Context: an optimization exercise on an open-source flow, tuned for a short achievable clock period and few clock cycles. The choices shown serve that exercise and are no tape-out recipe. Function not checked in this run: the RTL went through the layout flow alone. No activity file was given, so power comes from the tool's default toggle rates.

==> flow/design.v <==
module multicycle_cobra_core #(
   parameter int XLEN = 32,
   parameter int PC_W = 8
) (
   input  logic            clk,
   input  logic            rst,
   output logic            imem_req,
   output logic [PC_W-1:0] imem_addr,
   input  logic            imem_ack,
   input  logic [31:0]     imem_rdata,
   input  logic            in_valid,
   output logic            in_ready,
   input  logic [XLEN-1:0] in_data,
   output logic [XLEN-1:0] out_data,
   output logic            out_valid
);
   localparam int SH_W = $clog2(XLEN);
   logic              req_q;
   logic [PC_W-1:0]   pc_q;
   logic              e_valid, e_isin, e_isout, e_we, e_mp0, e_mp1;
   logic [1:0]        e_ws;
   logic [4:0]        e_wa;
   logic [PC_W-1:0]   e_pc, e_alt;
   logic [XLEN-1:0]   e_a, e_b, e_imm;
   logic              e_add, e_sub, e_sll, e_srl, e_sra, e_slt, e_sltu, e_xor, e_or, e_and;
   logic              e_feq, e_fne, e_flt, e_fge, e_fltu, e_fgeu;
   logic              e_self, e_immz, e_zk;
   logic              w_we;
   logic [4:0]        w_wa;
   logic [XLEN-1:0]   w_data;
   logic [XLEN-1:0]   rf_q [32];
   logic [31:0]       rf_v;
   logic [XLEN-1:0]   alu_res, e_wdata, addsub, b_eff, shl, shr;
   logic              eq, lt_u, lt_s, flag, mispredict, in_wait, redirect, commit;
   logic [PC_W-1:0]   redirect_pc;
   logic [XLEN:0]     diff;
   assign b_eff  = e_sub ? ~e_b : e_b;
   assign addsub = e_a + b_eff + XLEN'(e_sub);
   assign diff   = {1'b0, e_a} + {1'b0, ~e_b} + (XLEN+1)'(1);
   assign lt_u   = ~diff[XLEN];
   assign lt_s   = lt_u ^ e_a[XLEN-1] ^ e_b[XLEN-1];
   assign eq     = (e_a == e_b);
   assign shl    = e_a << e_b[SH_W-1:0];
   assign shr    = XLEN'($unsigned($signed({e_sra & e_a[XLEN-1], e_a}) >>> e_b[SH_W-1:0]));
   assign alu_res = ({XLEN{e_add | e_sub}} & addsub)
                  | ({XLEN{e_sll}} & shl)
                  | ({XLEN{e_srl | e_sra}} & shr)
                  | ({XLEN{e_xor}} & (e_a ^ e_b))
                  | ({XLEN{e_or}}  & (e_a | e_b))
                  | ({XLEN{e_and}} & (e_a & e_b))
                  | XLEN'((e_slt & lt_s) | (e_sltu & lt_u));
   assign flag = (e_feq & eq) | (e_fne & ~eq) | (e_flt & lt_s) | (e_fge & ~lt_s)
               | (e_fltu & lt_u) | (e_fgeu & ~lt_u);
   assign mispredict  = flag ? e_mp1 : e_mp0;
   assign in_wait     = e_isin & ~in_valid;
   assign redirect    = mispredict | in_wait;
   assign redirect_pc = in_wait ? e_pc : e_alt;
   assign commit      = e_valid & ~in_wait;
   always_comb begin
      case (e_ws)
         2'b11:   e_wdata = alu_res;
         2'b10:   e_wdata = e_imm;
         default: e_wdata = in_data;
      endcase
   end
   assign in_ready = e_isin;
   logic              e_isz, f_fuse;
   logic              fetch_ok, f_pt, f_b, f_c, f_cmp, f_go, f_we;
   logic [1:0]        f_ws;
   logic [4:0]        f_op, f_ra1, f_ra2, f_wa;
   logic [PC_W-1:0]   pc_seq, pc_tgt, pc_next;
   logic [XLEN-1:0]   rd1, rd2, op_a, op_b;
   assign f_b   = imem_rdata[31];
   assign f_c   = imem_rdata[30];
   assign f_ws  = imem_rdata[29:28];
   assign f_op  = imem_rdata[27:23];
   assign f_ra1 = imem_rdata[22:18];
   assign f_ra2 = imem_rdata[17:13];
   assign f_wa  = imem_rdata[4:0];
   assign f_we  = (f_ws != 2'b00) && (f_wa != 5'd0);
   assign f_cmp = (f_op[4:3] == 2'b11) && (f_op[2:1] != 2'b01);
   assign f_pt  = f_b | (f_c & (f_fuse ? (f_op[0] ^ e_isz)
                                       : f_cmp & (imem_rdata[12] | (f_op[2] & f_op[0]))));
   assign e_isz  = (e_ws == 2'b10) ? e_immz : eq;
   assign f_fuse = e_zk && (f_op[4:1] == 4'b1100)
                && (((f_ra1 == e_wa) && (f_ra2 == 5'd0)) || ((f_ra2 == e_wa) && (f_ra1 == 5'd0)));
   assign imem_req  = req_q;
   assign imem_addr = pc_q;
   assign fetch_ok  = req_q & imem_ack;
   assign f_go      = fetch_ok & ~redirect;
   assign pc_seq    = pc_q + PC_W'(1);
   assign pc_tgt    = pc_q + PC_W'($signed(imem_rdata[12:5]));
   always_comb begin
      if (redirect)       pc_next = redirect_pc;
      else if (!fetch_ok) pc_next = pc_q;
      else if (f_pt)      pc_next = pc_tgt;
      else                pc_next = pc_seq;
   end
   assign rf_q[0] = '0;
   assign rf_v[0] = 1'b0;
   genvar gi;
   generate
      for (gi = 1; gi < 32; gi++) begin : g_rf
         logic [XLEN-1:0] r_reg;
         logic            v_reg;
         always_ff @(posedge clk)
            if (w_we && w_wa == 5'(gi)) r_reg <= w_data;
         always_ff @(posedge clk or posedge rst)
            if (rst) v_reg <= 1'b0;
            else if (w_we && w_wa == 5'(gi)) v_reg <= 1'b1;
         assign rf_q[gi] = r_reg;
         assign rf_v[gi] = v_reg;
      end
   endgenerate
   assign rd1  = (w_we && w_wa == f_ra1) ? w_data : (rf_q[f_ra1] & {XLEN{rf_v[f_ra1]}});
   assign rd2  = (w_we && w_wa == f_ra2) ? w_data : (rf_q[f_ra2] & {XLEN{rf_v[f_ra2]}});
   assign op_a = (e_we && e_wa == f_ra1) ? e_wdata : rd1;
   assign op_b = (e_we && e_wa == f_ra2) ? e_wdata : rd2;
   always_ff @(posedge clk or posedge rst) begin
      if (rst) begin
         req_q   <= 1'b0;
         pc_q    <= '0;
         e_valid <= 1'b0;
         e_isin  <= 1'b0;
         e_isout <= 1'b0;
         e_we    <= 1'b0;
         e_mp0   <= 1'b0;
         e_mp1   <= 1'b0;
         e_zk    <= 1'b0;
      end else begin
         req_q   <= 1'b1;
         pc_q    <= pc_next;
         e_valid <= f_go;
         e_isin  <= f_go & (f_ws == 2'b01);
         e_isout <= f_go & (f_ws == 2'b11);
         e_we    <= f_go & f_we;
         e_mp0   <= f_go & (f_b != f_pt);
         e_mp1   <= f_go & ((f_b | f_c) != f_pt);
         e_zk    <= f_go & f_we & ((f_ws == 2'b10)
                                 || ((f_ws == 2'b11) && (f_op == 5'b01000 || f_op == 5'b00100)));
      end
   end
   always_ff @(posedge clk) begin
      e_a    <= op_a;
      e_b    <= op_b;
      e_imm  <= {{(XLEN-23){imem_rdata[27]}}, imem_rdata[27:5]};
      e_ws   <= f_ws;
      e_wa   <= f_wa;
      e_pc   <= pc_q;
      e_alt  <= f_pt ? pc_seq : pc_tgt;
      e_self <= f_b && (imem_rdata[12:5] == 8'd0);
      e_immz <= (imem_rdata[27:5] == 23'd0);
      e_add  <= (f_op == 5'b00000);
      e_sub  <= (f_op == 5'b01000);
      e_sll  <= (f_op == 5'b00001);
      e_slt  <= (f_op == 5'b00010);
      e_sltu <= (f_op == 5'b00011);
      e_xor  <= (f_op == 5'b00100);
      e_srl  <= (f_op == 5'b00101);
      e_sra  <= (f_op == 5'b01101);
      e_or   <= (f_op == 5'b00110);
      e_and  <= (f_op == 5'b00111);
      e_feq  <= (f_op == 5'b11000);
      e_fne  <= (f_op == 5'b11001);
      e_flt  <= (f_op == 5'b11100);
      e_fge  <= (f_op == 5'b11101);
      e_fltu <= (f_op == 5'b11110);
      e_fgeu <= (f_op == 5'b11111);
   end
   always_ff @(posedge clk or posedge rst) begin
      if (rst) begin
         w_we      <= 1'b0;
         out_valid <= 1'b0;
      end else begin
         w_we      <= commit & e_we;
         out_valid <= commit & e_isout;
      end
   end
   always_ff @(posedge clk) begin
      w_wa   <= e_wa;
      w_data <= e_wdata;
   end
   assign out_data = w_data;
endmodule
==> flow/flow/run.sh <==
#!/bin/bash
# Own flow: the standard synthesis unchanged, then the standard layout with
# repair_timing aiming at a larger setup margin (same SDC and clock period).
set -euo pipefail
MARGIN=${MARGIN:-6.6}
bash standard.sh synth > synth.log 2>&1
bash standard.sh SETUP_SLACK_MARGIN=$MARGIN finish > layout.log 2>&1
==> flow/standard.sh <==
#!/bin/bash
# synth_recipe.tcl (not shown) runs the flow's synth.tcl, then flattens the netlist and writes it again
# the make line also repeats each setting of config.mk as NAME=value (left out here)
make -C /OpenROAD-flow-scripts/flow DESIGN_CONFIG=/design/flow/config.mk WORK_HOME=/design/flow/orfs CLKGATE_MAP_FILE= SYNTH_SCRIPT=/design/flow/synth_recipe.tcl "${@:-finish}"
==> flow/config.mk <==
export PLATFORM = sky130hd
export DESIGN_NAME = multicycle_cobra_core
export DESIGN_NICKNAME = multicycle_cobra_core
export VERILOG_FILES = /design/flow/design.v
export SDC_FILE = /design/flow/constraint.sdc
export NUM_CORES = 4
export LEC_CHECK = 0
export ABC_CLOCK_PERIOD_IN_PS = 2000
export CAP_MARGIN = 20
export CORE_MARGIN = 2
export CORE_UTILIZATION = 25
export PLACE_DENSITY = 0.45
export SLEW_MARGIN = 20
==> flow/constraint.sdc <==
create_clock -name core_clock -period 10.0 [get_ports {clk}]
set_input_delay 2.0000 -clock core_clock [delete_from_list [all_inputs] [get_ports {clk}]]
set_output_delay 2.0000 -clock core_clock [all_outputs]
set_load 0.01 [all_outputs]
==> summary.txt <==
Setup repair after global routing could not meet its margin everywhere. The antenna violation net count after detailed routing came out at 0. The total number of cells along the worst setup path came out at 10.

The first-pass iteration count of the detailed router is 14. In this run the power density over the cells is approximately 160 nW/µm². The critical path is of the in2reg type. In this run the worst hold path is classified as reg2reg.

Among the stages of the critical path, the cell type that occurs most often is sky130_fd_sc_hd__a31oi_1. The placed wire-length estimate after detailed placement is 178.6 mm. The via count of the first global-routing pass came to 50480.

For this run, the total global-route usage over all layers was measured as roughly 28%. The setup-violating endpoint count in the final report came out at 0. The worst slack after detailed placement came out at roughly 3.6 ns. The critical-path cell with the highest stage delay is sky130_fd_sc_hd__or3b_4. Counting instances, the worst hold path has a depth of 0.

The largest total area in the synthesized netlist belongs to sky130_fd_sc_hd__edfxtp_1. The first-pass GRT wire length is between 400 and 500 mm. The worst setup path is captured at a flip-flop.

The setup TNS came out at 0 ns. The slew at the pin closest to its max-slew limit came out at around 1.2 ns. The routability congestion estimate from global placement is around 0.9.

The most common cell after layout, fill and taps aside is sky130_fd_sc_hd__edfxtp_1. The static power due to leakage is ~27 nW. The highest achievable clock rate came out at approximately 0.27 GHz. In this run, CTS created clock tree buffers numbering 132.

In this design, the largest share of critical-path delay is due to simple AND/OR/NAND/NOR gates. Synthesis handed over a netlist of around 4700 instances. Counting cells, the worst reg-to-reg path comes to 12.

The total I/O pin count is 111. The combinational power share is approximately 15%. Counting distinct cell types in the post-synthesis netlist gives 85. After synthesis, the cell types taking the most area are sky130_fd_sc_hd__edfxtp_1 (51%), sky130_fd_sc_hd__a22oi_1 (12%), sky130_fd_sc_hd__dfxtp_1 (5.7%). Clock-pin slew was measured on the worst setup and hold paths at around 0.06 ns.

The register bit count reported by yosys is roughly 1200. The sum of overflow across all layers after global routing is 0. The quantity of I/O buffers inserted on ports is between 100 and 150. The deepest clock path buffer count came out at 3.

The clock tree skew after final layout came out at 0.05688 ns. STA classifies the critical path startpoint as a primary input. A synthesized cell averages ~12 µm².

The die footprint came out at 235400 µm². The CTS tree is yes. The initial utilization of the core area, before any placement, comes to between 20% and 30%. The fraction of synthesis flops using an asynchronous set or reset pin came out at between 4 and 5%. The number of flops mapped to enable cells by yosys came out at 992. In this run the vertical extent of the chip is slightly below 500 µm.

The net switching component of the power came out at 3.465 mW. Summed over all layers, the routed wires come to about 350 mm. The reported max-cap violation count is 0.

The layout overhead on the synthesized area is 34.05%. The netlist area before placement is slightly below 60000 µm². The per-cell via count in the routed design came out at 6.420.

The layout net count came out at approximately 5500. In the post-route analysis, the smallest setup slack over all paths is 6.232 ns. The TritonCTS sink count is about 1200. VDD sags by at most ~0.19 mV. The tree is rooted in a sky130_fd_sc_hd__clkbuf_16. Along the worst path, the maximum fanout reaches 16.

Detailed routing inserted a total of about 54000 vias. The flow ran to the end and the layout has no timing, DRC or antenna violations. The portion of the post-synthesis area used by sequential elements is about three fifths. After detailed routing, the average wire length per cell comes to 41.42 µm. Dividing the final minimum period by the clock period gives between 30% and 40%. The critical path data arrival time came out at between 4 and 5 ns.

The worst relative slew slack came out at between 10% and 20%. The number of cells in the design after placement is 7734. The count of yosys warnings during synthesis is 2.

The H-tree was split into 4 levels. The number of max-slew violations in the final report is 0. The worst stage delay on the critical path is approximately 0.47 ns. The quantity of hold-fixing buffers added after cts came out at 0. The time the worst path needs with I/O delays and setup is between 3 and 4 ns.

The number of flip-flops in the largest register came out at approximately 990. The clock latency at the later pin of the worst-skew pair came out at 0.83 ns. The most used flip-flop cell after synthesis is sky130_fd_sc_hd__edfxtp_1. The final hold violation count is 0. The fraction of final layout cells sized beyond drive strength 1 came out at about 28%. The design internal power is ~9 mW. The top cell types in the final layout, fill and taps aside, are sky130_fd_sc_hd__edfxtp_1 (992), sky130_fd_sc_hd__a22oi_1 (888), sky130_fd_sc_hd__nand2_1 (404), sky130_fd_sc_hd__buf_4 (304), sky130_fd_sc_hd__nor2_1 (165). The sequential power share came out at 44.7%. The floorplan core area is around 230000 µm². The largest net degree at the start of global routing is 67. The finished layout holds 8420 standard cells, fillers aside.

In this run, the clock network consumes 40.3% of the power. The floorplan step set the die width to 485.2 µm. The number of DRC violations after detailed routing is 0. The synthesized netlist net count is just under 5000.

The critical path contains buffers and inverters numbering 3 combined. The number of design-rule violations left by the first detailed-router iteration came out at around 11000. Traced cell by cell, the critical path runs through buf_2 -> buf_12 -> or3b_4 -> nor2_4 -> buf_6 -> a22oi_1 -> and4_1 -> a31oi_1 -> a211oi_2 -> a31oi_1. The number of inserted filler cells in the final layout is 22330. The data required time of the critical path is about 11 ns. The site row count is around 180. Net switching is a little over a quarter of the power.

The share of the synthesized area in the top cell type is 51.46%. The number of antenna violations at the first check in global routing is 29.
[power by group through the flow]
stage / logic (mW) / clock network [mW] / registers, mW
after global routing: 1.96 / 5.35 / 5.69
final: 1.90 / 5.14 / 5.69
after global placement: 1.26 / 0 / 5.80
after CTS: 1.74 / 5.14 / 5.68
after floorplan: 0.670 / 0 / 5.81
after detailed placement: 1.27 / 0 / 5.80
[synth_stat cells, types with 23 or more instances]
cell	count
sky130_fd_sc_hd__inv_1	121
sky130_fd_sc_hd__edfxtp_1	992
sky130_fd_sc_hd__nor3_1	94
sky130_fd_sc_hd__xor2_1	48
sky130_fd_sc_hd__o21ai_0	87
sky130_fd_sc_hd__a222oi_1	59
sky130_fd_sc_hd__nor4_1	43
sky130_fd_sc_hd__ha_1	135
sky130_fd_sc_hd__a221oi_1	25
sky130_fd_sc_hd__mux2i_1	52
sky130_fd_sc_hd__nand3_1	90
sky130_fd_sc_hd__mux2_2	23
sky130_fd_sc_hd__nand2_1	409
sky130_fd_sc_hd__or2_2	41
sky130_fd_sc_hd__xnor2_1	35
sky130_fd_sc_hd__nand4_1	74
sky130_fd_sc_hd__a22oi_1	903
sky130_fd_sc_hd__dfrtp_1	49
sky130_fd_sc_hd__clkbuf_1	260
sky130_fd_sc_hd__buf_2	51
sky130_fd_sc_hd__dfxtp_1	164
sky130_fd_sc_hd__mux4_2	81
sky130_fd_sc_hd__a31oi_1	31
sky130_fd_sc_hd__a21oi_1	183
sky130_fd_sc_hd__a211oi_1	69
sky130_fd_sc_hd__nor2_1	269
[layer usage]
metal	GRT usage (%)	up-vias	wire length, µm
li1	-	20040	-
met2	39.39	5648	137400
met4	16.73	30	27500
met3	13.38	1590	58730
met1	35.44	26750	124700
met5	0.08165	-	358
[cell type report]
class                           count  area, µm²  area share (%)
Clock buffer                      176       3690           4.755
Sequential cell                  1205      34510           44.48
Inverter                          124      474.2          0.6111
Antenna cell                       18      45.04         0.05805
Clock inverter                     69      792.0           1.021
Timing Repair Buffer              716       9676           12.47
Multi-Input combinational cell   3086      24620           31.73
Tap cell                         3026       3786           4.879
[cells by family (layout without fill, tap and decap cells)]
family	Yosys count	in the layout	synth area share [%]
multiplexers	156	157	4.498
flip-flops	1205	1205	59.25
XOR/XNOR	83	83	1.256
other	1	19	0.006478
AO/OA/AOI/OAI	1564	1565	19.70
buffers and inverters	459	1085	3.190
adder cells (fa/ha/maj)	137	137	2.987
AND/OR/NAND/NOR	1140	1143	9.115
[path summary, 6_finish.rpt]
kind	from	to	slack, ns
max	imem_rdata[17]	e_b[24]$_DFF_P_	6.23
min	e_wa[3]$_DFF_P_	w_wa[3]$_DFF_P_	0.43
max reg2reg	e_a[14]$_DFF_P_	pc_q[3]$_DFFE_PP0P_	6.49
min reg2reg	e_wa[3]$_DFF_P_	w_wa[3]$_DFF_P_	0.43
max in group asynchronous	rst	pc_q[6]$_DFFE_PP0P_	7.70
min in group asynchronous	rst	req_q$_DFF_PP0_	1.71
[per-stage QoR]
step                area, µm²  total power [mW]  utilization [%]  hold WS, ns
global route            77570             13.01            33.71       0.4309
detailed placement      63650             7.071            27.66       0.3910
CTS                     75760             12.56            32.92       0.4233
finish                  77590             12.73            33.72       0.4274
global placement        63640             7.063            27.65       0.4020
floorplan               58230             6.481                -       0.3748
[timing repair]
| action | in CTS | in global routing |
|---|---|---|
| setup buffers | 280 | 72 |
| pin swaps | 124 | 92 |
| endpoints found under the setup margin | 162 | 132 |
| gates resized for setup | 1040 | 187 |
| gates cloned | 63 | 7 |

[separate check: timing with driven ports]
The results above use ideal ports. As a check the final layout listed here was re-extracted and re-timed, cells and wires unchanged. Step 1: set_driving_cell puts a clkbuf_16 on clk and a buf_2 on each other input, an assumption about the parent block. Step 2, shift: input delay + t, output delay - t, t = (earliest + latest rising clock arrival at the registers) / 2. This alone moves slack from input paths to output paths. Three values: ideal, step 1, step 2; two values: the first two.
shift t [ns]: 0.893
slack for setup (ns): 6.232 / 6.285 / 5.392
pins driven straight from the clock port: 1
After both steps this run still meets setup and hold. The setup slack of this run moves by +0.053 ns with the drivers and by -0.840 ns with both steps.
